Background: an optimization exercise with open tools, aiming at small area. Do not read the settings as production practice. Function was checked by simulation only, so behaviour that the tests miss may differ from the original. No activity file was given, so power comes from the tool's default toggle rates.

`flow/design.v`:
```
package calc_cmd_pkg;
   typedef enum logic [4-1:0] {
      OP_NONE = 0,
      OP_ADD  = 1,
      OP_SUB  = 2,
      OP_SHL  = 5,
      OP_SHR  = 6
   } opcode_e;
   typedef logic [2-1:0] req_tag_t;
   typedef logic [32-1:0] operand_t;
   typedef logic [2+2-1:0] out_tag_t;
endpackage
package prio_queue_pkg;
   typedef logic [2-1:0] port_id_t;
   typedef logic [4+2+2+2*32-1:0] queue_entry_t;
   typedef logic [$clog2(16+1)-1:0] queue_count_t;
   typedef logic [4-1:0] port_req_t;
endpackage
`timescale 1ns/1ps
module port_decode (
   input  logic                  c_clk,
   input  logic                  rst_n,
   input  calc_cmd_pkg::opcode_e cmd,
   input  calc_cmd_pkg::req_tag_t tag,
   output logic                  add_req,
   output logic                  shift_req,
   output logic                  invalid_op,
   output calc_cmd_pkg::req_tag_t invalid_tag
);
   logic is_invalid;
   assign add_req    = (cmd == calc_cmd_pkg::OP_ADD) || (cmd == calc_cmd_pkg::OP_SUB);
   assign shift_req  = (cmd == calc_cmd_pkg::OP_SHL) || (cmd == calc_cmd_pkg::OP_SHR);
   assign is_invalid = (cmd != calc_cmd_pkg::OP_NONE) && !add_req && !shift_req;
   always_ff @(posedge c_clk) begin
      if (!rst_n) begin
         invalid_op  <= 1'b0;
         invalid_tag <= '0;
      end else begin
         invalid_op  <= is_invalid;
         invalid_tag <= is_invalid ? tag : '0;
      end
   end
endmodule
`timescale 1ns/1ps
module issue_queue #(
   parameter int DEPTH = 16
) (
   input  logic                         c_clk,
   input  logic                         rst_n,
   input  prio_queue_pkg::port_req_t    req,
   input  prio_queue_pkg::queue_entry_t [4-1:0] entry,
   output calc_cmd_pkg::opcode_e        head_cmd,
   output calc_cmd_pkg::out_tag_t       head_tag,
   output calc_cmd_pkg::operand_t       head_data1,
   output calc_cmd_pkg::operand_t       head_data2,
   output logic                         head_vld
);
   prio_queue_pkg::queue_entry_t slot     [DEPTH];
   prio_queue_pkg::queue_entry_t slot_nxt [DEPTH];
   prio_queue_pkg::queue_count_t ins_pos  [4];
   prio_queue_pkg::queue_count_t count;
   prio_queue_pkg::queue_count_t count_nxt;
   logic         pop;
   logic [4-1:0] head_cmd_raw;
   assign pop = (count != '0);
   always_comb begin
      prio_queue_pkg::queue_count_t pos;
      pos = count - prio_queue_pkg::queue_count_t'(pop);
      for (int p = 0; p < 4; p++) begin
         ins_pos[p] = pos;
         pos = pos + prio_queue_pkg::queue_count_t'(req[p]);
      end
      count_nxt = pos;
   end
   always_comb begin
      for (int i = 0; i < DEPTH - 1; i++) begin
         slot_nxt[i] = slot[i + 1];
      end
      slot_nxt[DEPTH - 1] = slot[DEPTH - 1];
      for (int i = 0; i < DEPTH; i++) begin
         for (int p = 0; p < 4; p++) begin
            if (req[p] && (ins_pos[p] == prio_queue_pkg::queue_count_t'(i))) begin
               slot_nxt[i] = entry[p];
            end
         end
      end
   end
   always_ff @(posedge c_clk) begin
      for (int i = 0; i < DEPTH; i++) begin
         slot[i] <= slot_nxt[i];
      end
   end
   always_ff @(posedge c_clk) begin
      if (!rst_n) begin
         count <= '0;
      end else begin
         count <= count_nxt;
      end
   end
   assign {head_cmd_raw, head_tag, head_data1, head_data2} = slot[0];
   assign head_cmd = calc_cmd_pkg::opcode_e'(head_cmd_raw);
   assign head_vld = (count != '0);
endmodule
`timescale 1ns/1ps
module prio_dispatch (
   input  logic                   c_clk,
   input  logic                   rst_n,
   input  logic [4-1:0] hold1_cmd,
   input  logic [4-1:0] hold2_cmd,
   input  logic [4-1:0] hold3_cmd,
   input  logic [4-1:0] hold4_cmd,
   input  calc_cmd_pkg::req_tag_t hold1_tag,
   input  calc_cmd_pkg::req_tag_t hold2_tag,
   input  calc_cmd_pkg::req_tag_t hold3_tag,
   input  calc_cmd_pkg::req_tag_t hold4_tag,
   input  calc_cmd_pkg::operand_t hold1_data1,
   input  calc_cmd_pkg::operand_t hold2_data1,
   input  calc_cmd_pkg::operand_t hold3_data1,
   input  calc_cmd_pkg::operand_t hold4_data1,
   input  calc_cmd_pkg::operand_t hold1_data2,
   input  calc_cmd_pkg::operand_t hold2_data2,
   input  calc_cmd_pkg::operand_t hold3_data2,
   input  calc_cmd_pkg::operand_t hold4_data2,
   output calc_cmd_pkg::opcode_e  prio_adder_cmd,
   output calc_cmd_pkg::out_tag_t prio_adder_tag,
   output calc_cmd_pkg::operand_t prio_adder_data1,
   output calc_cmd_pkg::operand_t prio_adder_data2,
   output logic                   prio_adder_out_vld,
   output calc_cmd_pkg::opcode_e  prio_shift_cmd,
   output calc_cmd_pkg::out_tag_t prio_shift_tag,
   output calc_cmd_pkg::operand_t prio_shift_data1,
   output calc_cmd_pkg::operand_t prio_shift_data2,
   output logic                   prio_shift_out_vld,
   output logic                   port1_invalid_op,
   output logic                   port2_invalid_op,
   output logic                   port3_invalid_op,
   output logic                   port4_invalid_op,
   output calc_cmd_pkg::req_tag_t port1_invalid_tag,
   output calc_cmd_pkg::req_tag_t port2_invalid_tag,
   output calc_cmd_pkg::req_tag_t port3_invalid_tag,
   output calc_cmd_pkg::req_tag_t port4_invalid_tag
);
   logic [4-1:0] hold_cmd [4];
   calc_cmd_pkg::req_tag_t               hold_tag [4];
   calc_cmd_pkg::operand_t               hold_d1  [4];
   calc_cmd_pkg::operand_t               hold_d2  [4];
   prio_queue_pkg::port_req_t              add_req;
   prio_queue_pkg::port_req_t              shift_req;
   prio_queue_pkg::port_req_t              invalid_op;
   calc_cmd_pkg::req_tag_t               invalid_tag [4];
   prio_queue_pkg::queue_entry_t [4-1:0] entry;
   assign hold_cmd[0] = hold1_cmd;
   assign hold_cmd[1] = hold2_cmd;
   assign hold_cmd[2] = hold3_cmd;
   assign hold_cmd[3] = hold4_cmd;
   assign hold_tag[0] = hold1_tag;
   assign hold_tag[1] = hold2_tag;
   assign hold_tag[2] = hold3_tag;
   assign hold_tag[3] = hold4_tag;
   assign hold_d1[0]  = hold1_data1;
   assign hold_d1[1]  = hold2_data1;
   assign hold_d1[2]  = hold3_data1;
   assign hold_d1[3]  = hold4_data1;
   assign hold_d2[0]  = hold1_data2;
   assign hold_d2[1]  = hold2_data2;
   assign hold_d2[2]  = hold3_data2;
   assign hold_d2[3]  = hold4_data2;
   for (genvar i = 0; i < 4; i++) begin : g_port
      port_decode u_decode (
         .c_clk       (c_clk),
         .rst_n       (rst_n),
         .cmd         (calc_cmd_pkg::opcode_e'(hold_cmd[i])),
         .tag         (hold_tag[i]),
         .add_req     (add_req[i]),
         .shift_req   (shift_req[i]),
         .invalid_op  (invalid_op[i]),
         .invalid_tag (invalid_tag[i])
      );
      assign entry[i] = {hold_cmd[i], calc_cmd_pkg::out_tag_t'({prio_queue_pkg::port_id_t'(i), hold_tag[i]}),
                         hold_d1[i], hold_d2[i]};
   end
   issue_queue #(.DEPTH(16)) u_add_queue (
      .c_clk      (c_clk),
      .rst_n      (rst_n),
      .req        (add_req),
      .entry      (entry),
      .head_cmd   (prio_adder_cmd),
      .head_tag   (prio_adder_tag),
      .head_data1 (prio_adder_data1),
      .head_data2 (prio_adder_data2),
      .head_vld   (prio_adder_out_vld)
   );
   issue_queue #(.DEPTH(16)) u_shift_queue (
      .c_clk      (c_clk),
      .rst_n      (rst_n),
      .req        (shift_req),
      .entry      (entry),
      .head_cmd   (prio_shift_cmd),
      .head_tag   (prio_shift_tag),
      .head_data1 (prio_shift_data1),
      .head_data2 (prio_shift_data2),
      .head_vld   (prio_shift_out_vld)
   );
   assign {port4_invalid_op, port3_invalid_op, port2_invalid_op, port1_invalid_op} = invalid_op;
   assign port1_invalid_tag = invalid_tag[0];
   assign port2_invalid_tag = invalid_tag[1];
   assign port3_invalid_tag = invalid_tag[2];
   assign port4_invalid_tag = invalid_tag[3];
endmodule
```
`flow/run.sh`:
```
#!/bin/bash
# synth_recipe.tcl (not shown) runs the flow's synth.tcl, then flattens the netlist and writes it again
# the make line also repeats each setting of config.mk as NAME=value (left out here)
make -C /OpenROAD-flow-scripts/flow DESIGN_CONFIG=/design/flow/config.mk WORK_HOME=/design/flow/orfs CLKGATE_MAP_FILE= SYNTH_SCRIPT=/design/flow/synth_recipe.tcl finish
```
`flow/config.mk`:
```
export PLATFORM = sky130hd
export DESIGN_NAME = prio_dispatch
export DESIGN_NICKNAME = prio_dispatch
export VERILOG_FILES = /design/flow/design.v
export SDC_FILE = /design/flow/constraint.sdc
export NUM_CORES = 4
export LEC_CHECK = 0
export CAP_MARGIN = 20
export CELL_PAD_IN_SITES_DETAIL_PLACEMENT = 1
export CELL_PAD_IN_SITES_GLOBAL_PLACEMENT = 2
export CORE_MARGIN = 2
export CORE_UTILIZATION = 30
export PLACE_DENSITY = 0.45
export SLEW_MARGIN = 20
```
`flow/constraint.sdc`:
```
create_clock -name core_clock -period 6.0 [get_ports {c_clk}]
set_input_delay 1.2000 -clock core_clock [delete_from_list [all_inputs] [get_ports {c_clk}]]
set_output_delay 1.2000 -clock core_clock [all_outputs]
set_load 0.01 [all_outputs]
```
==> metrics.md, run 1 <==
| Metric | Value |
|---|---|
| Synthesis-to-finish area growth | `19.5%` |
| Synth area leaders | `dfxtp_1, mux2_2, mux2i_1` |
| Post-DP HPWL | `566000 um` |
| Area share of the largest cell type after synthesis | `~30%` |
| Die Area | `495000 um^2` |
| FILL cells | `55300` |
| LEAKAGE | `75.0 nW` |
| Ports | `440` |
| Setup crit end kind | `flop` |
| Largest family of logic cells by synthesized area | `multiplexers` |
| Netlist Area Pre-Place | `roughly 150000 um^2` |
| Worst Hold Class | `reg -> reg` |
| Worst Clk Skew | `approximately 0.037 ns` |
| Post-DRT Antenna Nets | `0` |
| Tot GR Track Use | `35.5%` |
| Worst-Margin Slew | `1.25 ns` |
| Drt first pass iters | `5` |
| Clk Latency, worst-skew pair | `1.01 ns` |
| Final Setup Violations | `0` |
| First-pass GRT wire length | `1250000 um` |
| Final Hold Violating Endpoints | `0` |
| Drt initial violations | `roughly 12000` |
| Port-buffer cells | `439` |
| Tcrit/Tclk final | `95.8%` |
| Routed wire length | `just over 900000 um` |
| Syn_area_per_cell | `8.48 um^2` |
| Final hold slack | `about 0.42 ns` |
| Antenna violations before repair | `50` |
| Pins Over Slew Limit | `0` |
| Flops & latches, synth | `2326` |
| Register area share after synthesis | `32.6%` |
| Vias/cell | `around 6.0` |
| Max IR drop VDD | `roughly 800 uV` |
| CTS Root Cell | `clkbuf_16` |
| Tot Pwr | `85.7 mW` |
| Relative slew slack | `about 16%` |
| Die H | `704 um` |
| Synth Flop Type | `dfxtp_1` |
| Post-layout min period | `about 5.7 ns` |
| Synth Area in Adders | `less than 1%` |
| Resized cells post-CTS | `0` |
| Worst Path Arrival | `approximately 6.6 ns` |
| Post-synthesis compound-gate area fraction | `13.5%` |
| Startpoint types | `flop` |
| Vias in the first global route | `146000` |
| Worst-path clk slew | `0.06 ns` |
| Status | `no timing/DRC/antenna violations` |
| Worst Setup Path Type | `reg -> reg` |
| Post-CTS setup buffers | `0` |
| Mux cell area share after synthesis | `between 30% and 40%` |
| Non-Filler Cell Area, Final | `176000 um^2` |
| Wire per inst | `38.9 um` |
| Placed Area | `165000 um^2` |
| Yosys top cell by area | `dfxtp_1` |
| Clock sinks | `2326` |
| Worst-path fanout max | `34` |
| TritonCTS clock tree | `yes` |
| Nets@finish | `17200` |
| Starting Density | `30.1%` |
| Layout cells sized above 1 | `27.8%` |
| CTS HTree Levels | `5` |
| Total grt overflow | `0` |
| RSZ-0062 raised after global routing | `false` |
| Most frequent cells after synthesis | `mux2_2, dfxtp_1, clkbuf_1` |
| DR vias | `141000` |
| Die W | `just over 700 um` |
| Cell count after synthesis | `roughly 17000` |
| Largest net degree at the start of global routing | `104` |
| Routability Congestion | `about 0.9` |
| Cell Pwr Density | `488 nW/um^2` |
| Core ar. | `489000 um^2` |
| Max_cap viols | `0` |
| Count leader, synth | `mux2_2` |
| Synth Area in Simple Gates | `13.1%` |
| Synth cell types | `83` |
| Num CTS Buffers | `324` |
| Std cell rows | `257` |
| Post-synth EDFFs | `140` |
| Hold buffers post-CTS | `0` |
| Fmax | `174 MHz` |
| Synth warn | `15` |
| DRC Markers | `0` |
| Post-synthesis xor/xnor area fraction | `0.309%` |
| Worst EP required | `~6.8 ns` |
| Clock Path Buffers | `4` |
| Post-synth ARST share | `0%` |
final cells by class:
class                   instances  area, um^2  area share (%)
repair buffers               1549       17300            9.84
well taps                    6475        8100            4.61
multi-input cells           12600       91200            52.0
clock buffers                 521       10100            5.76
diodes                         11        27.5          0.0157
flip-flops and latches       2326       48000            27.3
clock inverters                70         768           0.438
inverters                      24        91.3          0.0520
sequential cells by signal (all words and copies together) (netlist names):
signal	count
g_port.u_decode.invalid_op	4
g_port.u_decode.invalid_tag	8
u_add_queue.count	5
u_add_queue.slot	1152
u_shift_queue.count	5
u_shift_queue.slot	1152
power by group:
group	leakage [nW]	internal, mW	switching [mW]
clock network	5.35	11.9	8.54
logic	49.9	17.5	22.5
registers	19.7	23.0	2.28
path summary, 6_finish.rpt:
kind	start	to	slack [ns]	cells after the start
max	u_add_queue.count[2]	u_add_queue.slot[0][19]	0.25	13
min	u_shift_queue.slot[12][70]	u_shift_queue.slot[11][70]	0.42	1
max reg2reg	u_add_queue.count[2]	u_add_queue.slot[0][19]	0.25	13
min reg2reg	u_shift_queue.slot[12][70]	u_shift_queue.slot[11][70]	0.42	1
metrics by stage:
| stage | util (%) | setup TNS [ns] | worst slack (ns) | instances |
|---|---|---|---|---|
| global placement | 33.7 | -4.23 | -0.176 | 23000 |
| floorplan | - | -83.44 | -0.640 | 17300 |
| global route | 35.9 | 0 | 0.164 | 23600 |
| CTS | 35.9 | 0 | 0.0404 | 23600 |
| detailed placement | 33.7 | -1.54 | -0.107 | 23000 |
| finish | 35.9 | 0 | 0.252 | 23600 |
cell families (layout without fill, tap and decap cells):
group | after synthesis | after routing
compound gates | 3486 | 3486
xor+xnor | 40 | 40
fa+ha+maj | 18 | 18
buf+inv | 2367 | 2164
flops | 2326 | 2326
mux | 4632 | 4632
other cells | 0 | 11
simple gates | 4466 | 4466
layout by cell type, fill, tap and decap left out, types with 342 or more instances in the layout:
cell and instances:
a21oi_1 1925, buf_12 379, buf_4 729, clkdlybuf4s50_1 401, dfxtp_1 2185, mux2_2 2918
mux2i_1 1685, nand2_1 1638, nand3_1 537, nor2_1 1288, nor3_1 636, o211ai_1 342
o21ai_0 572
worst max-delay path, cell delays in order (launching register included):
cell      delay, ns
dfxtp_1        0.66
nor2_1         0.14
nand2_1        0.42
ha_1           0.34
ha_1           0.49
nor3b_1        0.43
xnor2_1        0.23
and4_2         0.60
nand2_4        0.46
buf_12         0.38
mux2i_1        0.21
a211oi_1       0.45
a21oi_1        0.11
a21oi_1        0.51
per-layer routing:
metal,vias up,GRT usage (%),part of all wire (%)
li1,60600,-,-
met2,5098,58.3,46
met1,73700,45.8,44
met5,-,0,0.0050
met4,6,16.5,5.3
met3,1486,5.01,5.2
==> run 2: changes to the inputs <==
--- a/flow/design.v
+++ b/flow/design.v
@@ -12,7 +12,7 @@
 endpackage
 package prio_queue_pkg;
    typedef logic [2-1:0] port_id_t;
-   typedef logic [4+2+2+2*32-1:0] queue_entry_t;
+   typedef logic [(1 + 2 + 2 + 2 * 32)-1:0] queue_entry_t;
    typedef logic [$clog2(16+1)-1:0] queue_count_t;
    typedef logic [4-1:0] port_req_t;
 endpackage
@@ -32,13 +32,8 @@
    assign shift_req  = (cmd == calc_cmd_pkg::OP_SHL) || (cmd == calc_cmd_pkg::OP_SHR);
    assign is_invalid = (cmd != calc_cmd_pkg::OP_NONE) && !add_req && !shift_req;
    always_ff @(posedge c_clk) begin
-      if (!rst_n) begin
-         invalid_op  <= 1'b0;
-         invalid_tag <= '0;
-      end else begin
-         invalid_op  <= is_invalid;
-         invalid_tag <= is_invalid ? tag : '0;
-      end
+      invalid_op  <= rst_n && is_invalid;
+      invalid_tag <= tag;
    end
 endmodule
 `timescale 1ns/1ps
@@ -49,41 +44,48 @@
    input  logic                         rst_n,
    input  prio_queue_pkg::port_req_t    req,
    input  prio_queue_pkg::queue_entry_t [4-1:0] entry,
-   output calc_cmd_pkg::opcode_e        head_cmd,
-   output calc_cmd_pkg::out_tag_t       head_tag,
-   output calc_cmd_pkg::operand_t       head_data1,
-   output calc_cmd_pkg::operand_t       head_data2,
+   output prio_queue_pkg::queue_entry_t head,
    output logic                         head_vld
 );
+   localparam int NP = 4;
+   localparam int W  = (1 + 2 + 2 + 2 * 32);
    prio_queue_pkg::queue_entry_t slot     [DEPTH];
    prio_queue_pkg::queue_entry_t slot_nxt [DEPTH];
-   prio_queue_pkg::queue_count_t ins_pos  [4];
+   prio_queue_pkg::queue_entry_t lane     [NP];
    prio_queue_pkg::queue_count_t count;
+   prio_queue_pkg::queue_count_t base;
    prio_queue_pkg::queue_count_t count_nxt;
-   logic         pop;
-   logic [4-1:0] head_cmd_raw;
-   assign pop = (count != '0);
+   logic [1:0]                   lane_of [NP];
+   logic [DEPTH-1:0]             wr;
+   assign base = count - prio_queue_pkg::queue_count_t'(count != '0);
    always_comb begin
       prio_queue_pkg::queue_count_t pos;
-      pos = count - prio_queue_pkg::queue_count_t'(pop);
-      for (int p = 0; p < 4; p++) begin
-         ins_pos[p] = pos;
+      pos = base;
+      for (int p = 0; p < NP; p++) begin
+         lane_of[p] = pos[1:0];
          pos = pos + prio_queue_pkg::queue_count_t'(req[p]);
       end
       count_nxt = pos;
    end
    always_comb begin
+      for (int l = 0; l < NP; l++) begin
+         lane[l] = '0;
+         for (int p = 0; p < NP; p++) begin
+            lane[l] = lane[l] | ({W{req[p] && lane_of[p] == l}} & entry[p]);
+         end
+      end
+   end
+   always_comb begin
+      for (int i = 0; i < DEPTH; i++) begin
+         wr[i] = (prio_queue_pkg::queue_count_t'(i) >= base) && (prio_queue_pkg::queue_count_t'(i) < count_nxt);
+      end
+   end
+   always_comb begin
       for (int i = 0; i < DEPTH - 1; i++) begin
-         slot_nxt[i] = slot[i + 1];
-      end
-      slot_nxt[DEPTH - 1] = slot[DEPTH - 1];
-      for (int i = 0; i < DEPTH; i++) begin
-         for (int p = 0; p < 4; p++) begin
-            if (req[p] && (ins_pos[p] == prio_queue_pkg::queue_count_t'(i))) begin
-               slot_nxt[i] = entry[p];
-            end
-         end
-      end
+         if (i % 2 == 1) slot_nxt[i] = ~(wr[i] ? lane[i % NP] : slot[i + 1]);
+         else            slot_nxt[i] = ~(wr[i] ? ~lane[i % NP] : slot[i + 1]);
+      end
+      slot_nxt[DEPTH - 1] = (DEPTH % 2 == 0) ? ~lane[(DEPTH - 1) % NP] : lane[(DEPTH - 1) % NP];
    end
    always_ff @(posedge c_clk) begin
       for (int i = 0; i < DEPTH; i++) begin
@@ -97,8 +99,7 @@
          count <= count_nxt;
       end
    end
-   assign {head_cmd_raw, head_tag, head_data1, head_data2} = slot[0];
-   assign head_cmd = calc_cmd_pkg::opcode_e'(head_cmd_raw);
+   assign head     = slot[0];
    assign head_vld = (count != '0);
 endmodule
 `timescale 1ns/1ps
@@ -149,6 +150,8 @@
    prio_queue_pkg::port_req_t              invalid_op;
    calc_cmd_pkg::req_tag_t               invalid_tag [4];
    prio_queue_pkg::queue_entry_t [4-1:0] entry;
+   prio_queue_pkg::queue_entry_t           add_head;
+   prio_queue_pkg::queue_entry_t           shift_head;
    assign hold_cmd[0] = hold1_cmd;
    assign hold_cmd[1] = hold2_cmd;
    assign hold_cmd[2] = hold3_cmd;
@@ -176,31 +179,29 @@
          .invalid_op  (invalid_op[i]),
          .invalid_tag (invalid_tag[i])
       );
-      assign entry[i] = {hold_cmd[i], calc_cmd_pkg::out_tag_t'({prio_queue_pkg::port_id_t'(i), hold_tag[i]}),
+      assign entry[i] = {hold_cmd[i][1], calc_cmd_pkg::out_tag_t'({prio_queue_pkg::port_id_t'(i), hold_tag[i]}),
                          hold_d1[i], hold_d2[i]};
    end
    issue_queue #(.DEPTH(16)) u_add_queue (
-      .c_clk      (c_clk),
-      .rst_n      (rst_n),
-      .req        (add_req),
-      .entry      (entry),
-      .head_cmd   (prio_adder_cmd),
-      .head_tag   (prio_adder_tag),
-      .head_data1 (prio_adder_data1),
-      .head_data2 (prio_adder_data2),
-      .head_vld   (prio_adder_out_vld)
+      .c_clk    (c_clk),
+      .rst_n    (rst_n),
+      .req      (add_req),
+      .entry    (entry),
+      .head     (add_head),
+      .head_vld (prio_adder_out_vld)
    );
    issue_queue #(.DEPTH(16)) u_shift_queue (
-      .c_clk      (c_clk),
-      .rst_n      (rst_n),
-      .req        (shift_req),
-      .entry      (entry),
-      .head_cmd   (prio_shift_cmd),
-      .head_tag   (prio_shift_tag),
-      .head_data1 (prio_shift_data1),
-      .head_data2 (prio_shift_data2),
-      .head_vld   (prio_shift_out_vld)
+      .c_clk    (c_clk),
+      .rst_n    (rst_n),
+      .req      (shift_req),
+      .entry    (entry),
+      .head     (shift_head),
+      .head_vld (prio_shift_out_vld)
    );
+   assign prio_adder_cmd = calc_cmd_pkg::opcode_e'({2'b00, add_head[(1 + 2 + 2 + 2 * 32)-1], ~add_head[(1 + 2 + 2 + 2 * 32)-1]});
+   assign {prio_adder_tag, prio_adder_data1, prio_adder_data2} = add_head[(1 + 2 + 2 + 2 * 32)-2:0];
+   assign prio_shift_cmd = calc_cmd_pkg::opcode_e'({2'b01, shift_head[(1 + 2 + 2 + 2 * 32)-1], ~shift_head[(1 + 2 + 2 + 2 * 32)-1]});
+   assign {prio_shift_tag, prio_shift_data1, prio_shift_data2} = shift_head[(1 + 2 + 2 + 2 * 32)-2:0];
    assign {port4_invalid_op, port3_invalid_op, port2_invalid_op, port1_invalid_op} = invalid_op;
    assign port1_invalid_tag = invalid_tag[0];
    assign port2_invalid_tag = invalid_tag[1];
==> run 2 against run 1 <==
  * Via count decreased by 58%
  * Hold slack got worse by 0.036 ns
  * Setup slack improved by 0.037 ns
  * Clock-buffer cell count decreased by 137
  * Non-clock buffer count decreased by 623
  * Core utilization increased by 2.0 points
  * Still clean on timing, DRC and antenna
==> metrics.md, run 2 <==
| Metric | Value |
|---|---|
| Final hold slack | `0.381 ns (-0.0356 ns)` |
| Cell Pwr Density | `809 nW/um^2 (+66%)` |
| Nets@finish | `7694 (-55%)` |
| Vias in the first global route | `63000 (-57%)` |
| Worst Setup Path Type | `reg -> reg` |
| Post-DRT Antenna Nets | `0 (unchanged)` |
| Post-synth ARST share | `0% (unchanged)` |
| Max IR drop VDD | `731 uV (-10%)` |
| Critical path's largest stage delay | `0.52 ns (-0.14 ns)` |
| Layout cells sized above 1 | `13.0% (-15 points)` |
| Cell count after synthesis | `6893 (-60%)` |
| LEAKAGE | `43.5 nW (-42%)` |
| Post-layout min period | `5.71 ns (-0.0368 ns)` |
| CTS HTree Levels | `5 (unchanged)` |
| Post-synth EDFFs | `0 (-100%)` |
| Max_cap viols | `0 (unchanged)` |
| Worst-path clk slew | `0.06 ns (about the same)` |
| CP most frequent cell | `ha_1` |
| Post-DP HPWL | `238000 um (-58%)` |
| Clock Path Buffers | `4 (unchanged)` |
| Syn_area_per_cell | `11.8 um^2 (+39%)` |
| Synth area leaders | `dfxtp_1, mux2i_1, a222oi_1` |
| GRT met2 Usage | `44.6% (-14 points)` |
| Worst Path Arrival | `6.50 ns (-0.07 ns)` |
| Count leader, synth | `dfxtp_1` |
| RSZ-0062 raised after global routing | `false` |
| Most frequent cells after synthesis | `dfxtp_1, mux2i_1, nand2_1` |
| GR peak layer | `met2` |
| Drt first pass iters | `14 (+9)` |
| Routed wire length | `363000 um (-61%)` |
| Fmax | `175 MHz (+0.64%)` |
| Synth Flop Type | `dfxtp_1` |
| Wire per inst | `32.4 um (-17%)` |
| Commonest non-fill, non-tap cell in the layout | `dfxtp_1` |
| Placed cells | `10700 (-54%)` |
| Clock sinks | `2230 (-4.1%)` |
| Setup crit end kind | `flop` |
| GR Layer Usage met1 | `32.2% (-14 points)` |
| Die H | `525 um (-25%)` |
| Std cell rows | `191 (-26%)` |
| CP max-delay cell | `ha_2` |
| Clk Latency, worst-skew pair | `0.88 ns (-0.13 ns)` |
| Port-buffer cells | `435 (-0.91%)` |
| Most frequent cells in the layout | `dfxtp_1, mux2i_1, nand2_1` |
| Routability Congestion | `0.789 (-9.7%)` |
| Vias/cell | `5.29 (-11%)` |
| Tot GR Track Use | `25.5% (-10 points)` |
| Post-CTS setup buffers | `0 (unchanged)` |
| Largest registers | `u_add_queue.slot (1104), u_shift_queue.slot (1104), g_port.u_decode.invalid_tag (8)` |
| Tcrit/Tclk final | `95.2% (-0.61 points)` |
| Final Setup Violations | `0 (unchanged)` |
| Largest net degree at the start of global routing | `69 (-34%)` |
| Status | `no timing/DRC/antenna violations` |
| Routing usage on met3 | `3.64% (-1.4 points)` |
| Die Area | `276000 um^2 (-44%)` |
| Non-filler instance count after layout | `11200 (-53%)` |
| Area share of the largest cell type after synthesis | `54.8% (+25 points)` |
| Final Hold Violating Endpoints | `0 (unchanged)` |
| Worst EP required | `6.79 ns (-0.03 ns)` |
| DRC Markers | `0 (unchanged)` |
| FILL cells | `28400 (-49%)` |
| Pins Over Slew Limit | `0 (unchanged)` |
| Worst-path fanout max | `15 (-56%)` |
| Worst-Margin Slew | `1.13 ns (-0.119 ns)` |
| Netlist Area Pre-Place | `81400 um^2 (-45%)` |
| Register area share after synthesis | `54.8% (+22 points)` |
| Startpoint types | `flop` |
| Synthesis-to-finish area growth | `25.8%` |
| Die W | `525 um (-25%)` |
| Flops & latches, synth | `2230 (-4.1%)` |
| Antenna violations before repair | `24 (-52%)` |
| Core ar. | `270000 um^2 (-45%)` |
| DR vias | `59100 (-58%)` |
| Critical path, cell by cell | `nor4_1 -> nand2_1 -> ha_2 -> inv_1 -> ha_1 -> ha_1 -> ha_1 -> ha_1 -> ha_1 -> or3_1 -> a32oi_1 -> or3_1 -> o211ai_1 -> buf_4 -> o31ai_4 -> buf_12 -> buf_12 -> mux2i_1` |
| Synth cell types | `82 (-1.2%)` |
| TritonCTS clock tree | `yes` |
| Drt initial violations | `5936 (-50%)` |
| Num CTS Buffers | `268 (-17%)` |
| Relative slew slack | `24.0% (+7.5 points)` |
| Final Util | `37.9% (+2.0 points)` |
| First-pass GRT wire length | `506000 um (-60%)` |
| Synth warn | `16 (+1)` |
| Worst Hold Class | `reg -> reg` |
| Total grt overflow | `0 (unchanged)` |
| Worst Clk Skew | `0.0269 ns (-0.0101 ns)` |
| Ports | `440 (unchanged)` |
| CTS Root Cell | `clkbuf_16` |
| Starting Density | `30.1% (+0.054 points)` |
| Yosys top cell by area | `dfxtp_1` |
==> run 2: final cells by class <==
| type | instances | area [um^2] | share of cell area (%) |
|---|---|---|---|
| tap | 3570 | 4470 | 4.36 |
| clock inverter | 91 | 1190 | 1.17 |
| timing repair buffer | 926 | 10400 | 10.2 |
| clock buffer | 384 | 7740 | 7.56 |
| antenna | 12 | 30.0 | 0.0293 |
| inverter | 158 | 593 | 0.579 |
| sequential | 2230 | 44600 | 43.6 |
| multi-input combinational | 3808 | 33300 | 32.6 |
==> run 2: report_power, final <==
| group | leakage, nW | internal, mW | total (mW) | switching, mW |
|---|---|---|---|---|
| sequential | 18.2 | 19.6 | 21.1 | 1.42 |
| combinational | 20.9 | 18.9 | 45.1 | 26.3 |
| clock | 4.39 | 9.93 | 16.6 | 6.69 |
==> run 2: cell families after synthesis <==
logic type	share of synthesized area, %
buffers and inverters	4.89
AO/OA/AOI/OAI	10.1
XOR/XNOR	0.440
other	0.00923
AND/OR/NAND/NOR	3.85
adder cells (fa/ha/maj)	0.320
flip-flops	54.8
multiplexers	25.6
==> run 2: worst paths after layout <==
check	start	to	slack, ns	cells past startpoint
max	u_add_queue.count[3]	u_add_queue.slot[2][45]	0.29	18
min	u_add_queue.slot[11][8]	u_add_queue.slot[10][8]	0.38	1
max reg2reg	u_add_queue.count[3]	u_add_queue.slot[2][45]	0.29	18
min reg2reg	u_add_queue.slot[11][8]	u_add_queue.slot[10][8]	0.38	1
==> run 2: per-stage QoR <==
step / cell area, um^2 / power (mW) / TNS [ns] / setup WS, ns
floorplan: 81400 / 44.8 / 0 / 0.628
global placement: 93400 / 66.9 / -57.62 / -0.365
detailed placement: 93400 / 67.1 / -60.13 / -0.333
CTS: 102000 / 84.1 / 0 / 0.245
global route: 102000 / 86.2 / 0 / 0.0591
finish: 102000 / 82.8 / 0 / 0.288
==> run 2: worst max-delay path: cells and delay by family (launching register included) <==
family | cells | cell delay (ns)
and+or+nand+nor | 4 | 1.16
buffers and inverters | 4 | 0.84
adders and majority gates | 6 | 2.01
muxes | 1 | 0.25
AOI/OAI and AO/OA | 3 | 0.88
DFF | 1 | 0.41
==> run 2: repair_timing <==
action,4_1_cts,5_1_grt
hold buffers,0,0
setup endpoints to repair,0,32
resized for setup,0,2
==> run 2: metal layers <==
metal,share of wire [%],vias up
met5,0.069,-
met4,2.7,4
met3,4.8,554
met2,49,2051
met1,43,30500
li1,-,26100
==> run 3: changes to the inputs <==
--- a/flow/design.v
+++ b/flow/design.v
@@ -52,40 +52,63 @@
    prio_queue_pkg::queue_entry_t slot     [DEPTH];
    prio_queue_pkg::queue_entry_t slot_nxt [DEPTH];
    prio_queue_pkg::queue_entry_t lane     [NP];
-   prio_queue_pkg::queue_count_t count;
-   prio_queue_pkg::queue_count_t base;
-   prio_queue_pkg::queue_count_t count_nxt;
+   logic [DEPTH-1:0]             occ;        
+   logic [DEPTH-1:0]             keep;       
+   logic [DEPTH-1:0]             occ_nxt;
+   logic [DEPTH-1:0]             wr;
+   logic [NP:0]                  num;        
+   logic [NP-1:0]                base_mod;   
    logic [1:0]                   lane_of [NP];
-   logic [DEPTH-1:0]             wr;
-   assign base = count - prio_queue_pkg::queue_count_t'(count != '0);
-   always_comb begin
-      prio_queue_pkg::queue_count_t pos;
-      pos = base;
+   assign keep = {1'b0, occ[DEPTH-1:1]};
+   always_comb begin
+      base_mod = '0;
+      for (int j = 0; j <= DEPTH; j++) begin
+         if ((j == 0 || keep[(j == 0) ? 0 : j - 1]) && (j == DEPTH || !keep[(j == DEPTH) ? 0 : j])) begin
+            base_mod[j % NP] = 1'b1;
+         end
+      end
+   end
+   always_comb begin
+      logic [1:0]  at;
+      logic [NP:0] cnt;
+      at  = {base_mod[3] | base_mod[2], base_mod[3] | base_mod[1]};
+      cnt = '0;
+      cnt[0] = 1'b1;
       for (int p = 0; p < NP; p++) begin
-         lane_of[p] = pos[1:0];
-         pos = pos + prio_queue_pkg::queue_count_t'(req[p]);
-      end
-      count_nxt = pos;
-   end
-   always_comb begin
-      for (int l = 0; l < NP; l++) begin
-         lane[l] = '0;
-         for (int p = 0; p < NP; p++) begin
-            lane[l] = lane[l] | ({W{req[p] && lane_of[p] == l}} & entry[p]);
+         lane_of[p] = at;
+         if (req[p]) begin
+            at  = at + 2'd1;
+            cnt = {cnt[NP-1:0], 1'b0};
          end
       end
+      num = cnt;
+   end
+   for (genvar l = 0; l < NP; l++) begin : g_lane
+      logic [NP-1:0] sel;
+      for (genvar p = 0; p < NP; p++) begin : g_sel
+         assign sel[p] = req[p] && lane_of[p] == l;
+      end
+      queue_lane #(.INV(l % 2 == 0)) u_lane (
+         .sel   (sel),
+         .entry (entry),
+         .lane  (lane[l])
+      );
    end
    always_comb begin
       for (int i = 0; i < DEPTH; i++) begin
-         wr[i] = (prio_queue_pkg::queue_count_t'(i) >= base) && (prio_queue_pkg::queue_count_t'(i) < count_nxt);
-      end
-   end
-   always_comb begin
-      for (int i = 0; i < DEPTH - 1; i++) begin
-         if (i % 2 == 1) slot_nxt[i] = ~(wr[i] ? lane[i % NP] : slot[i + 1]);
-         else            slot_nxt[i] = ~(wr[i] ? ~lane[i % NP] : slot[i + 1]);
-      end
-      slot_nxt[DEPTH - 1] = (DEPTH % 2 == 0) ? ~lane[(DEPTH - 1) % NP] : lane[(DEPTH - 1) % NP];
+         occ_nxt[i] = 1'b0;
+         for (int k = 0; k <= NP; k++) begin
+            if (num[k] && (i < k || keep[(i < k) ? 0 : i - k])) occ_nxt[i] = 1'b1;
+         end
+      end
+      wr = occ_nxt & ~keep;
+   end
+   always_comb begin
+      for (int i = 0; i < DEPTH - 2; i++) begin
+         slot_nxt[i] = ~(({W{wr[i]}} | slot[i + 1]) & ({W{keep[i]}} | lane[i % NP]));
+      end
+      slot_nxt[DEPTH - 2] = ~(({W{wr[DEPTH - 2]}} | ~slot[DEPTH - 1]) & ({W{keep[DEPTH - 2]}} | lane[(DEPTH - 2) % NP]));
+      slot_nxt[DEPTH - 1] = lane[(DEPTH - 1) % NP];
    end
    always_ff @(posedge c_clk) begin
       for (int i = 0; i < DEPTH; i++) begin
@@ -94,13 +117,39 @@
    end
    always_ff @(posedge c_clk) begin
       if (!rst_n) begin
-         count <= '0;
+         occ <= '0;
       end else begin
-         count <= count_nxt;
+         occ <= occ_nxt;
       end
    end
    assign head     = slot[0];
-   assign head_vld = (count != '0);
+   assign head_vld = occ[0];
+endmodule
+module queue_lane #(
+   parameter bit INV = 1'b0
+) (
+   input  logic [4-1:0]                        sel,
+   input  prio_queue_pkg::queue_entry_t [4-1:0] entry,
+   output prio_queue_pkg::queue_entry_t                      lane
+);
+   prio_queue_pkg::queue_entry_t half_n [2];
+   for (genvar h = 0; h < 2; h++) begin : g_half
+      lane_half u_half (
+         .sel_n  (~sel[2*h +: 2]),
+         .entry0 (entry[2*h]),
+         .entry1 (entry[2*h + 1]),
+         .pick_n (half_n[h])
+      );
+   end
+   assign lane = INV ? (half_n[0] | half_n[1]) : ~(half_n[0] | half_n[1]);
+endmodule
+module lane_half (
+   input  logic [1:0]                   sel_n,
+   input  prio_queue_pkg::queue_entry_t entry0,
+   input  prio_queue_pkg::queue_entry_t entry1,
+   output prio_queue_pkg::queue_entry_t pick_n
+);
+   assign pick_n = ~(({(1 + 2 + 2 + 2 * 32){sel_n[0]}} | entry0) & ({(1 + 2 + 2 + 2 * 32){sel_n[1]}} | entry1));
 endmodule
 `timescale 1ns/1ps
 module prio_dispatch (
==> flow/flow/run.sh (new file) <==
#!/bin/bash
# The standard layout (standard.sh, with the standard flow's synthesis and config), with
# two changes: ports are buffered with the smallest buffer, and the clock tree
# uses larger sink clusters and no dummy loads.
set -euo pipefail
export BUFFER_PORTS_ARGS="-buffer_cell sky130_fd_sc_hd__buf_1"
export CTS_ARGS="-sink_clustering_enable -repair_clock_nets -dont_use_dummy_load -sink_clustering_size 25 -sink_clustering_max_diameter 80"
bash standard.sh finish > standard.log 2>&1
==> flow/standard.sh (new file) <==
#!/bin/bash
# synth_recipe.tcl (not shown) runs the flow's synth.tcl, then flattens the netlist and writes it again
# the make line also repeats each setting of config.mk as NAME=value (left out here)
make -C /OpenROAD-flow-scripts/flow DESIGN_CONFIG=/design/flow/config.mk WORK_HOME=/design/flow/orfs CLKGATE_MAP_FILE= SYNTH_SCRIPT=/design/flow/synth_recipe.tcl "${@:-finish}"
--- a/flow/config.mk
+++ b/flow/config.mk
@@ -12,3 +12,4 @@
 export CORE_UTILIZATION = 30
 export PLACE_DENSITY = 0.45
 export SLEW_MARGIN = 20
+export SYNTH_HIERARCHICAL = 1
removed: flow/run.sh
==> run 3 against run 2 <==
  * Still clean
  * First-iteration DRC count is 21% higher
  * Sequential cell count is 22 higher
  * Total power is 67% lower
  * Area after synthesis is 7.4% lower
  * Setup slack better by 0.36 ns
  * Global-route usage is 8.1 points higher
  * Combinational power is 95% lower
  * Critical endpoint is now u_add_queue.slot[9][24]
  * Highest routed layer unchanged
==> metrics.md, run 3 <==
| Metric | Value |
|---|---|
| Status | `no timing/DRC/antenna violations` |
| Critical path, cell by cell | `nor2b_1 -> or4_4 -> or4_1 -> ha_1 -> o32ai_1 -> inv_1 -> ha_1 -> nand2_1 -> o21ai_0 -> ha_1 -> or3_1 -> mux2i_1 -> inv_4 -> buf_12 -> o22ai_1 -> nor2_1 -> o22ai_1` |
| Tot GR Track Use | `33.6% (+8.1 points)` |
| Post-synth ARST share | `0% (unchanged)` |
| Worst Setup Path Type | `reg -> reg` |
| Max IR drop VDD | `309 uV (-58%)` |
| Setup crit end kind | `flop` |
| Post-DP HPWL | `250000 um (+5.1%)` |
| Syn_area_per_cell | `10.7 um^2 (-9.8%)` |
| Register area share after synthesis | `59.8% (+5.0 points)` |
| Yosys top cell by area | `dfxtp_1` |
| GR peak layer | `met2` |
| Hold buffers post-CTS | `0 (unchanged)` |
| Cell count after synthesis | `7072 (+2.6%)` |
| GRT met2 Usage | `52.6% (+8.0 points)` |
| Largest registers | `u_add_queue.slot (1104), u_shift_queue.slot (1104)` |
| Drt first pass iters | `8 (-6)` |
| Routing usage on met3 | `5.57% (+1.9 points)` |
| Drt initial violations | `7156 (+21%)` |
| Std cell rows | `183 (-4.2%)` |
| Fmax | `187 MHz (+6.8%)` |
| Most frequent cells after synthesis | `o22ai_1, dfxtp_1, clkbuf_1` |
| Final Util | `34.0% (-3.9 points)` |
| Final TNS setup | `0 ns (unchanged)` |
| Synth cell types | `50 (-39%)` |
| First-pass GRT wire length | `600000 um (+19%)` |
| Flops & latches, synth | `2252 (+0.99%)` |
| Worst-Margin Slew | `1.25 ns (+0.117 ns)` |
| Clk Latency, worst-skew pair | `0.87 ns (about the same)` |
| Count leader, synth | `o22ai_1` |
| Cell Pwr Density | `321 nW/um^2 (-60%)` |
| Worst-path fanout max | `30 (+15)` |
| DRC Markers | `0 (unchanged)` |
| Worst Path Arrival | `6.06 ns (-0.44 ns)` |
| Max_cap viols | `0 (unchanged)` |
| Synth warn | `29 (+13)` |
| Die H | `505 um (-3.8%)` |
| Routability Congestion | `0.803 (+1.7%)` |
| Num CTS Buffers | `139 (-48%)` |
| Total grt overflow | `0 (unchanged)` |
| CTS Root Cell | `clkbuf_16` |
| Port-buffer cells | `435 (unchanged)` |
| Worst EP required | `6.71 ns (-0.08 ns)` |
| CP most frequent cell | `ha_1` |
| Footprint of the multi-input gates | `26800 um^2 (-20%)` |
| TritonCTS clock tree | `yes` |
| Nets@finish | `7517 (-2.3%)` |
| Area share of the largest cell type after synthesis | `59.8% (+5.0 points)` |
| Netlist Area Pre-Place | `75400 um^2 (-7.4%)` |
| Clock sinks | `2252 (+0.99%)` |
| Pins Over Slew Limit | `0 (unchanged)` |
| Startpoint types | `flop` |
| RSZ-0062 raised after global routing | `false` |
| CTS HTree Levels | `4 (-1)` |
| Commonest non-fill, non-tap cell in the layout | `o22ai_1` |
| DR vias | `67300 (+14%)` |
| Synthesis-to-finish area growth | `12.4%` |
| Synth area leaders | `dfxtp_1, o22ai_1, o22ai_2` |
| Die Area | `255000 um^2 (-7.4%)` |
| CP max-delay cell | `or4_1` |
| Layout cells sized above 1 | `8.70% (-4.3 points)` |
| Clock Path Buffers | `3 (-1)` |
| Worst Clk Skew | `0.0887 ns (+0.0618 ns)` |
| Synth Flop Type | `dfxtp_1` |
| Final Setup Violations | `0 (unchanged)` |
| Critical path's largest stage delay | `0.59 ns (+0.07 ns)` |
| Storage element area | `45200 um^2 (+1.2%)` |
| FILL cells | `27400 (-3.3%)` |
| Post-layout min period | `5.35 ns (-0.364 ns)` |
| Wire per inst | `42.5 um (+31%)` |
| Core ar. | `249000 um^2 (-7.8%)` |
| Largest net degree at the start of global routing | `76 (+10%)` |
| Worst Hold Class | `reg -> reg` |
| Tcrit/Tclk final | `89.1% (-6.1 points)` |
| Antenna violations before repair | `52 (+120%)` |
| Relative slew slack | `16.9% (-7.1 points)` |
| Post-synth EDFFs | `0 (unchanged)` |
| Resized cells post-CTS | `0 (unchanged)` |
| LEAKAGE | `29.8 nW (-31%)` |
| Final Hold Violating Endpoints | `0 (unchanged)` |
| Most frequent cells in the layout | `o22ai_1, dfxtp_1, buf_1` |
| Post-DRT Antenna Nets | `0 (unchanged)` |
| Die W | `505 um (-3.8%)` |
| GR Layer Usage met1 | `46.7% (+14 points)` |
| Vias/cell | `6.37 (+20%)` |
| Starting Density | `30.2% (+0.13 points)` |
| Worst-path clk slew | `0.10 ns (+0.04 ns)` |
| Vias in the first global route | `67300 (+6.8%)` |
| Post-CTS setup buffers | `0 (unchanged)` |
| Routed wire length | `449000 um (+24%)` |
| Ports | `440 (unchanged)` |
-- run 3: changes by cell type after synthesis, moves of 46 or more --
cell | before | now
o22ai_1 | 4 | 2880
a222oi_1 | 532 | 20
nor2_1 | 40 | 290
buf_1 | 67 | 2
inv_1 | 155 | 66
mux2i_1 | 2075 | 10
clkbuf_1 | 386 | 340
nand2_1 | 584 | 10
o22ai_2 | 0 | 160
buf_2 | 143 | 274
or2_1 | 1 | 276
a21boi_0 | 271 | 0
o2bb2ai_1 | 0 | 138
-- run 3: cell type report --
type | count | share of cell area [%]
Timing Repair Buffer | 660 | 5.53
Antenna cell | 22 | 0.0650
Tap cell | 3330 | 4.92
Clock buffer | 139 | 4.11
Multi-Input combinational cell | 4088 | 31.6
Sequential cell | 2252 | 53.4
Inverter | 66 | 0.387
-- run 3: cells by family after synthesis --
family / share of synthesized area (%)
and+or+nand+nor: 4.43
buffers and inverters: 5.41
adders and majority gates: 0.465
other: 0.00997
DFF: 59.8
xor gates and xnor gates: 0.153
muxes: 0.133
AOI/OAI and AO/OA: 29.6
-- run 3: Yosys stat by module (local to each module, per instance), excerpt --
module         cells inside  flip-flops and latches
lane_half                85                       0
port_decode               9                       3
prio_dispatch             8                       0
-- run 3: worst max-delay path, delay by kind of cell (launching register included) --
kind                     cells  cell delay (ns)
adder cells (fa/ha/maj)      3             0.99
buffers and inverters        3             0.64
AND/OR/NAND/NOR              6             1.95
flip-flops                   1             0.52
multiplexers                 1             0.34
AO/OA/AOI/OAI                4             0.73
-- run 3: power breakdown --
| part | switching (mW) | internal [mW] |
|---|---|---|
| logic | 1.59 | 0.612 |
| registers | 0.219 | 15.4 |
| clock network | 5.29 | 4.13 |
-- run 3: final timing paths --
path | slack [ns] | end | start | cells after the start
hold reg to reg | 0.36 | u_add_queue.slot[11][43] | u_add_queue.slot[12][43] | 1
setup / recovery | 0.65 | u_add_queue.slot[9][24] | u_add_queue.occ[11] | 17
hold / removal | 0.36 | u_add_queue.slot[11][43] | u_add_queue.slot[12][43] | 1
setup reg to reg | 0.65 | u_add_queue.slot[9][24] | u_add_queue.occ[11] | 17
-- run 3: metal layers --
| metal | share of wire (%) | vias to the layer above |
|---|---|---|
| met3 | 6.8 | 742 |
| met5 | 0.054 | - |
| met4 | 3.6 | 40 |
| li1 | - | 27600 |
| met2 | 45 | 3247 |
| met1 | 45 | 35600 |
-- run 3: metrics by stage --
| stage | area, um^2 | setup slack (ns) | cells | power [mW] | hold WS, ns |
|---|---|---|---|---|---|
| 2_1_floorplan | 75600 | 1.13 | 7138 | 16.8 | 0.388 |
| 3_3_place_gp | 81100 | 0.425 | 10400 | 18.1 | 0.388 |
| 3_5_place_dp | 81100 | 0.468 | 10400 | 18.1 | 0.396 |
| 4_1_cts | 84600 | 0.719 | 10500 | 27.3 | 0.365 |
| 5_1_grt | 84600 | 0.421 | 10500 | 27.9 | 0.373 |
| 6_report | 84700 | 0.653 | 10600 | 27.2 | 0.365 |
==> run 4: changes to the inputs <==
==> flow/run.sh (new file) <==
#!/bin/bash
# synth_recipe.tcl (not shown) runs the flow's synth.tcl, then flattens the netlist and writes it again
# the make line also repeats each setting of config.mk as NAME=value (left out here)
make -C /OpenROAD-flow-scripts/flow DESIGN_CONFIG=/design/flow/config.mk WORK_HOME=/design/flow/orfs CLKGATE_MAP_FILE= SYNTH_SCRIPT=/design/flow/synth_recipe.tcl finish
removed: flow/flow/run.sh
removed: flow/standard.sh
==> run 4 against run 3 <==
  * Non-clock buffer count increased by 17
  * Total power increased by 27%
  * Area after synthesis unchanged
  * Clock skew decreased by 0.034 ns
  * Maximum frequency decreased by 1.5%
  * Combinational power increased by 13%
  * Global-route usage about the same
  * Sequential power about the same
==> metrics.md, run 4 <==
| Metric | Value |
|---|---|
| Netlist Area Pre-Place | `75400 um^2 (unchanged)` |
| Setup slack, reg-to-reg | `0.57 ns (-0.08 ns)` |
| CTS Root Cell | `clkbuf_16` |
| Register area share after synthesis | `59.8% (unchanged)` |
| Nets@finish | `7672 (+2.1%)` |
| Synthesis-to-finish area growth | `23.1%` |
| Flops & latches, synth | `2252 (unchanged)` |
| Drt initial violations | `7503 (+4.8%)` |
| Commonest non-fill, non-tap cell in the layout | `o22ai_1` |
| CP most frequent cell | `ha_1` |
| Tcrit/Tclk final | `90.5% (+1.4 points)` |
| Routability Congestion | `0.801 (-0.25%)` |
| Post-DRT Antenna Nets | `0 (unchanged)` |
| Post-DP HPWL | `249000 um (-0.57%)` |
| Largest net degree at the start of global routing | `75 (-1.3%)` |
| Yosys top cell by area | `dfxtp_1` |
| Vias/cell | `6.34 (-0.54%)` |
| Die H | `505 um (unchanged)` |
| Die Area | `255000 um^2 (unchanged)` |
| Hold Path End | `u_shift_queue.slot[13][51]` |
| Setup crit end kind | `flop` |
| Core ar. | `249000 um^2 (unchanged)` |
| Hold path depth | `1 (unchanged)` |
| Worst-path fanout max | `40 (+33%)` |
| Status | `no timing/DRC/antenna violations` |
| Die W | `505 um (unchanged)` |
| Cell count after synthesis | `7072 (unchanged)` |
| Relative slew slack | `19.4% (+2.5 points)` |
| Pins Over Slew Limit | `0 (unchanged)` |
| Final Util | `37.2% (+3.2 points)` |
| Largest registers | `u_add_queue.slot (1104), u_shift_queue.slot (1104)` |
| Post-synth ARST share | `0% (unchanged)` |
| LEAKAGE | `33.8 nW (+13%)` |
| Final Setup Violations | `0 (unchanged)` |
| RSZ-0062 raised after global routing | `false` |
| Final TNS setup | `0 ns (unchanged)` |
| Resized cells post-CTS | `0 (unchanged)` |
| Hold buffers post-CTS | `0 (unchanged)` |
| Tot GR Track Use | `33.7% (+0.042 points)` |
| Startpoint types | `flop` |
| Final Hold Violating Endpoints | `0 (unchanged)` |
| Most frequent cells after synthesis | `o22ai_1, dfxtp_1, clkbuf_1` |
| Clock sinks | `2252 (unchanged)` |
| Critical path's largest stage delay | `0.76 ns (+0.17 ns)` |
| Reg2Reg Capture Point | `u_shift_queue.slot[4][19]` |
| Syn_area_per_cell | `10.7 um^2 (unchanged)` |
| Post-CTS setup buffers | `0 (unchanged)` |
| Synth Flop Type | `dfxtp_1` |
| RR Startpoint | `u_shift_queue.occ[8]` |
| Ports | `440 (unchanged)` |
| Worst Clk Skew | `0.0548 ns (-0.0339 ns)` |
| Area share of the largest cell type after synthesis | `59.8% (unchanged)` |
| Register-to-Register Path Depth | `17 (unchanged)` |
| Placed Area | `84000 um^2 (+3.6%)` |
| FILL cells | `26900 (-2.1%)` |
| Hold Startpoint | `u_shift_queue.slot[14][51]` |
| Clock Path Buffers | `4 (+1)` |
| Post-synth EDFFs | `0 (unchanged)` |
| Worst EP required | `6.75 ns (+0.04 ns)` |
| Num CTS Buffers | `277 (+99%)` |
| DR vias | `69000 (+2.6%)` |
| Cell Pwr Density | `372 nW/um^2 (+16%)` |
| Drt first pass iters | `9 (+1)` |
| Routed wire length | `451000 um (+0.41%)` |
| Worst Hold Class | `reg -> reg` |
| Post-layout min period | `5.43 ns (+0.0831 ns)` |
| Vias in the first global route | `69600 (+3.5%)` |
| Worst-Margin Slew | `1.21 ns (-0.0376 ns)` |
| Synth area leaders | `dfxtp_1, o22ai_1, o22ai_2` |
| Count leader, synth | `o22ai_1` |
| Max_cap viols | `0 (unchanged)` |
| Worst Path Arrival | `6.18 ns (+0.12 ns)` |
| Total grt overflow | `0 (unchanged)` |
| Layout cells sized above 1 | `12.0% (+3.3 points)` |
| Fmax | `184 MHz (-1.5%)` |
| First-pass GRT wire length | `603000 um (+0.53%)` |
| Most frequent cells in the layout | `o22ai_1, dfxtp_1, clkdlybuf4s50_1` |
| Worst-path clk slew | `0.06 ns (-0.04 ns)` |
| Std cell rows | `183 (unchanged)` |
| Wire per inst | `41.4 um (-2.6%)` |
| TritonCTS clock tree | `yes` |
| Tot Pwr | `34.5 mW (+27%)` |
| Critical path, cell by cell | `nor2b_1 -> or4_4 -> or4_1 -> ha_1 -> o32ai_1 -> inv_1 -> ha_1 -> nand2_1 -> o21ai_0 -> ha_1 -> or3_1 -> mux2i_1 -> inv_4 -> buf_12 -> o22ai_1 -> or2_1 -> o22ai_1` |
| Non-Filler Cell Area, Final | `92800 um^2 (+9.5%)` |
| Starting Density | `30.2% (unchanged)` |
| CTS HTree Levels | `5 (+1)` |
| CP max-delay cell | `dfxtp_4` |
| Worst Setup Path Type | `reg -> reg` |
| Antenna violations before repair | `33 (-37%)` |
| Port-buffer cells | `435 (unchanged)` |
| Synth warn | `29 (unchanged)` |
| Synth cell types | `50 (unchanged)` |
| DRC Markers | `0 (unchanged)` |
| Max IR drop VDD | `291 uV (-6.0%)` |
| Clk Latency, worst-skew pair | `0.93 ns (+0.06 ns)` |
==> run 4: logic make-up after synthesis <==
family	Yosys count	share of synthesized area, %
compound gates	3322	29.6
xor+xnor	10	0.153
fa+ha+maj	28	0.465
buf+inv	798	5.41
flops	2252	59.8
mux	10	0.133
other cells	2	0.00997
simple gates	650	4.43
==> run 4: critical path, delay by kind of cell, from the launching register on <==
family	cells	cell delay (ns)
AOI/OAI and AO/OA	4	0.75
buffers and inverters	3	0.38
DFF	1	0.76
muxes	1	0.25
adders and majority gates	3	0.98
and+or+nand+nor	6	2.00
==> run 4: power by group <==
group / internal [mW] / switching (mW) / leakage, nW / total (mW)
registers: 15.4 / 0.216 / 18.3 / 15.6
logic: 0.867 / 1.61 / 11.2 / 2.48
clock network: 9.74 / 6.68 / 4.31 / 16.4
total: 26.0 / 8.50 / 33.8 / 34.5
==> run 4: worst max path at each step <==
stage,startpoint,to,slack (ns),cells after the start
floorplan,hold1_cmd[0],u_shift_queue.slot[0][58],1.13,19
global placement,hold1_cmd[1],u_add_queue.slot[0][22],0.32,18
detailed placement,hold1_cmd[1],u_add_queue.slot[0][22],0.40,18
CTS,u_shift_queue.occ[8],u_shift_queue.slot[1][34],0.69,17
global route,u_shift_queue.occ[8],u_shift_queue.slot[1][1],0.46,17
finish,u_shift_queue.occ[8],u_shift_queue.slot[4][19],0.57,17
==> run 4: cell type report <==
cell class              instances  area, um^2  share of cell area (%)
multi-input cells            4088       26800                    28.9
clock buffers                 402        8130                    8.77
clock inverters                60         562                   0.606
diodes                         11        27.5                  0.0297
flip-flops and latches       2252       45200                    48.7
well taps                    3330        4170                    4.49
repair buffers                677        7580                    8.18
inverters                      66         330                   0.356
==> run 4: metrics by stage <==
| stage | std cells | hold WS (ns) | worst slack [ns] |
|---|---|---|---|
| after floorplan | 7138 | 0.388 | 1.13 |
| after global placement | 10400 | 0.389 | 0.324 |
| after detailed placement | 10400 | 0.396 | 0.399 |
| after CTS | 10900 | 0.389 | 0.694 |
| after global routing | 10900 | 0.396 | 0.465 |
| final | 10900 | 0.389 | 0.570 |
==> run 4: per-layer routing <==
metal / global-route usage (%) / part of all wire, % / vias up
li1: - / - / 28100
met1: 46.3 / 44 / 36100
met2: 53.0 / 45 / 3871
met3: 5.94 / 7.5 / 912
met4: 11.5 / 3.5 / 19
met5: 0.225 / 0.042 / -
==> run 4: per-module statistics from Yosys (local to each module, per instance), excerpt <==
module         cells  cell area, um^2  flops+latches
lane_half         85              608              0
port_decode        9              103              3
prio_dispatch      8             45.0              0
==> run 5: changes to the inputs <==
--- a/flow/config.mk
+++ b/flow/config.mk
@@ -10,6 +10,8 @@
 export CELL_PAD_IN_SITES_GLOBAL_PLACEMENT = 2
 export CORE_MARGIN = 2
 export CORE_UTILIZATION = 30
+export CTS_CLUSTER_DIAMETER = 100
+export CTS_CLUSTER_SIZE = 30
 export PLACE_DENSITY = 0.45
 export SLEW_MARGIN = 20
 export SYNTH_HIERARCHICAL = 1
==> run 5 against run 4 <==
  * Clock skew fell by 0.018 ns
  * Setup slack improved by 0.043 ns
  * Sequential cell count stayed put
  * Sequential power is essentially flat
  * Largest cell class unchanged
  * Still clean on timing, DRC and antenna
  * Combinational power about the same
  * Core utilization decreased by 2.0 points
  * Final cell count fell by 2.5%
  * Final area fell by 5.3%
  * Total power decreased by 20%
  * First-iteration DRC count increased by 2.6%
  * Largest power group is now registers
  * Register-to-register slack better by 0.04 ns
  * Critical path depth did not move
==> metrics.md, run 5 <==
| Metric | Value |
|---|---|
| Status | `no timing/DRC/antenna violations` |
| Vias in the first global route | `67700 (-2.7%)` |
| Synthesis-to-finish area growth | `16.6%` |
| Antenna violations before repair | `30 (-9.1%)` |
| Post-DRT Antenna Nets | `0 (unchanged)` |
| DR vias | `67800 (-1.7%)` |
| Die W | `505 um (unchanged)` |
| Worst Setup Path Type | `reg -> reg` |
| Synth cell types | `50 (unchanged)` |
| Non-Filler Cell Area, Final | `87900 um^2 (-5.3%)` |
| Post-layout min period | `5.39 ns (-0.0428 ns)` |
| Max_cap viols | `0 (unchanged)` |
| Num CTS Buffers | `108 (-61%)` |
| Netlist Area Pre-Place | `75400 um^2 (unchanged)` |
| Register area share after synthesis | `59.8% (unchanged)` |
| Clock Path Buffers | `3 (-1)` |
| Most frequent cells in the layout | `o22ai_1, dfxtp_1, clkdlybuf4s50_1` |
| Starting Density | `30.2% (unchanged)` |
| Port-buffer cells | `435 (unchanged)` |
| Setup slack, reg-to-reg | `0.61 ns (+0.04 ns)` |
| RR Startpoint | `u_shift_queue.occ[8]` |
| CTS Root Cell | `clkbuf_16` |
| LEAKAGE | `31.3 nW (-7.3%)` |
| Commonest non-fill, non-tap cell in the layout | `o22ai_1` |
| Worst Clk Skew | `0.0373 ns (-0.0175 ns)` |
| Ports | `440 (unchanged)` |
| Relative slew slack | `19.8% (+0.39 points)` |
| Std cell rows | `183 (unchanged)` |
| Synth area leaders | `dfxtp_1, o22ai_1, o22ai_2` |
| Final Setup Violations | `0 (unchanged)` |
| Worst-path fanout max | `40 (unchanged)` |
| Clock sinks | `2252 (unchanged)` |
| Most frequent cells after synthesis | `o22ai_1, dfxtp_1, clkbuf_1` |
| Tcrit/Tclk final | `89.8% (-0.71 points)` |
| Final hold slack | `0.392 ns (+0.00311 ns)` |
| Yosys top cell by area | `dfxtp_1` |
| Clk Latency, worst-skew pair | `0.83 ns (-0.10 ns)` |
| Die Area | `255000 um^2 (unchanged)` |
| Routed wire length | `446000 um (-1.0%)` |
| Drt first pass iters | `7 (-2)` |
| Placed Area | `84000 um^2 (unchanged)` |
| Cell Pwr Density | `316 nW/um^2 (-15%)` |
| Hold buffers post-CTS | `0 (unchanged)` |
| Vias/cell | `6.39 (+0.88%)` |
| Critical path launch point | `u_shift_queue.occ[8]` |
| Wire per inst | `42.0 um (+1.5%)` |
| Post-synth ARST share | `0% (unchanged)` |
| Post-DP HPWL | `249000 um (unchanged)` |
| Tot Pwr | `27.7 mW (-20%)` |
| Non-filler instance count after layout | `10600 (-2.5%)` |
| Total grt overflow | `0 (unchanged)` |
| Fmax | `186 MHz (+0.79%)` |
| Setup ws final | `0.612 ns (+0.0428 ns)` |
| RSZ-0062 raised after global routing | `false` |
| Worst EP required | `6.64 ns (-0.11 ns)` |
| Placed cells | `10400 (unchanged)` |
| Drt initial violations | `7698 (+2.6%)` |
| Worst Path Arrival | `6.03 ns (-0.15 ns)` |
| Pins Over Slew Limit | `0 (unchanged)` |
| Flops & latches, synth | `2252 (unchanged)` |
| Final Hold Violating Endpoints | `0 (unchanged)` |
| Resized cells post-CTS | `0 (unchanged)` |
| Worst Hold Class | `reg -> reg` |
| Post-synth EDFFs | `0 (unchanged)` |
| Layout cells sized above 1 | `9.49% (-2.5 points)` |
| Largest net degree at the start of global routing | `75 (unchanged)` |
| Post-CTS setup buffers | `0 (unchanged)` |
| Setup crit end kind | `flop` |
| Reg2Reg Capture Point | `u_shift_queue.slot[0][27]` |
| Final Util | `35.3% (-2.0 points)` |
| Cell count after synthesis | `7072 (unchanged)` |
| Worst-Margin Slew | `1.20 ns (-0.00584 ns)` |
| Die H | `505 um (unchanged)` |
| Area share of the largest cell type after synthesis | `59.8% (unchanged)` |
| CP endpoint | `u_shift_queue.slot[0][27]` |
| Routability Congestion | `0.801 (unchanged)` |
| First-pass GRT wire length | `595000 um (-1.2%)` |
| Synth Flop Type | `dfxtp_1` |
| Startpoint types | `flop` |
| DRC Markers | `0 (unchanged)` |
| Syn_area_per_cell | `10.7 um^2 (unchanged)` |
| Largest registers | `u_add_queue.slot (1104), u_shift_queue.slot (1104)` |
| CTS HTree Levels | `3 (-2)` |
| Count leader, synth | `o22ai_1` |
| Tot GR Track Use | `33.3% (-0.38 points)` |
| Core ar. | `249000 um^2 (unchanged)` |
| TritonCTS clock tree | `yes` |
| DP Worst Slack | `0.399 ns (unchanged)` |
| Nets@finish | `7503 (-2.2%)` |
| Worst-path clk slew | `0.11 ns (+0.05 ns)` |
| Synth warn | `29 (unchanged)` |
| Max IR drop VDD | `298 uV (+2.7%)` |
| Final TNS setup | `0 ns (unchanged)` |
| Register-to-Register Path Depth | `17 (unchanged)` |
==> run 5: cell counts after synthesis <==
No cell type changed its count.
==> run 5: worst max-delay path, stage by stage (launching register included) <==
cell and delay (ns):
dfxtp_4 0.78, nor2b_1 0.10, or4_4 0.56, or4_1 0.59
ha_1 0.32, o32ai_1 0.18, inv_1 0.12, ha_1 0.31
nand2_1 0.10, o21ai_0 0.15, ha_1 0.34, or3_1 0.39
mux2i_1 0.25, inv_4 0.08, buf_12 0.18, o22ai_1 0.21
or2_1 0.21, o22ai_1 0.17
==> run 5: cell type report <==
type | instances | area (um^2)
Antenna cell | 10 | 25.0
Clock buffer | 115 | 2800
Clock inverter | 74 | 993
Fill cell | 27100 | 161000
Inverter | 66 | 330
Multi-Input combinational cell | 4088 | 26800
Sequential cell | 2252 | 45200
Tap cell | 3330 | 4170
Timing Repair Buffer | 677 | 7580
==> run 5: logic make-up after synthesis <==
kind of cell	synth area share [%]
multiplexers	0.133
other	0.00997
AO/OA/AOI/OAI	29.6
XOR/XNOR	0.153
flip-flops	59.8
buffers and inverters	5.41
adder cells (fa/ha/maj)	0.465
AND/OR/NAND/NOR	4.43
==> run 5: layer usage <==
layer  vias up  GRT usage, %  routed length, um
met5         -             0                103
met3       727          5.40              32300
li1      27600             -                  -
met1     35800          46.2             198000
met4        16          10.0              14800
met2      3670          52.9             201000
==> run 5: worst min-delay path by stage <==
stage	startpoint	endpoint	depth (start not counted)
finish	u_shift_queue.slot[12][55]	u_shift_queue.slot[11][55]	1
global route	u_shift_queue.slot[13][3]	u_shift_queue.slot[12][3]	1
CTS	u_add_queue.slot[12][53]	u_add_queue.slot[11][53]	1
detailed placement	u_add_queue.slot[14][55]	u_add_queue.slot[13][55]	1
global placement	u_shift_queue.slot[13][18]	u_shift_queue.slot[12][18]	1
floorplan	u_add_queue.slot[1][68]	u_add_queue.slot[0][68]	1
==> run 5: modules after synthesis (local to each module, per instance), a selection <==
module         area (um^2)  flip-flops and latches
lane_half              608                       0
port_decode            103                       3
prio_dispatch         45.0                       0
==> run 5: report_power, final <==
group          internal, mW  switching (mW)
Sequential             15.4           0.216
Clock                  3.79            5.89
Combinational         0.867            1.61
Total                  20.0            7.71

[what the ideal ports hide]
The results above use ideal ports. As a check the final layouts listed here were re-extracted and re-timed, cells and wires unchanged. Step 1 sets driving cells, clkbuf_16 on the clock port and buf_2 on the other inputs (assumed; they add their load-dependent delay and slew). Step 2 times the ports against the registers' clock, not the clock port: input delays grow and output delays shrink by t, the midpoint of the rising clock arrivals with the driver on. Three values: ideal ports, drivers, drivers and shift; two values: the first two.
run | shift t [ns] | setup slack, ns | worst register clock-pin slew, ns | worst data-port slew with drivers (ns)
run 1 | 1.109 | 0.252 / 0.252 / -0.148 | 0.07 / 0.07 | 0.10
run 2 | 0.974 | 0.288 / 0.288 / -0.310 | 0.06 / 0.06 | 0.15
run 3 | 0.923 | 0.653 / 0.653 / 0.292 | 0.11 / 0.11 | 0.25
run 4 | 1.002 | 0.570 / 0.570 / 0.139 | 0.07 / 0.07 | 0.17
run 5 | 0.905 | 0.612 / 0.612 / 0.207 | 0.12 / 0.12 | 0.18
Met with ideal ports but missed after step 2: setup timing in run 1 and run 2. The setup slack of run 2, which loses most, moves by 0.000 ns with the drivers and by -0.598 ns with both steps.
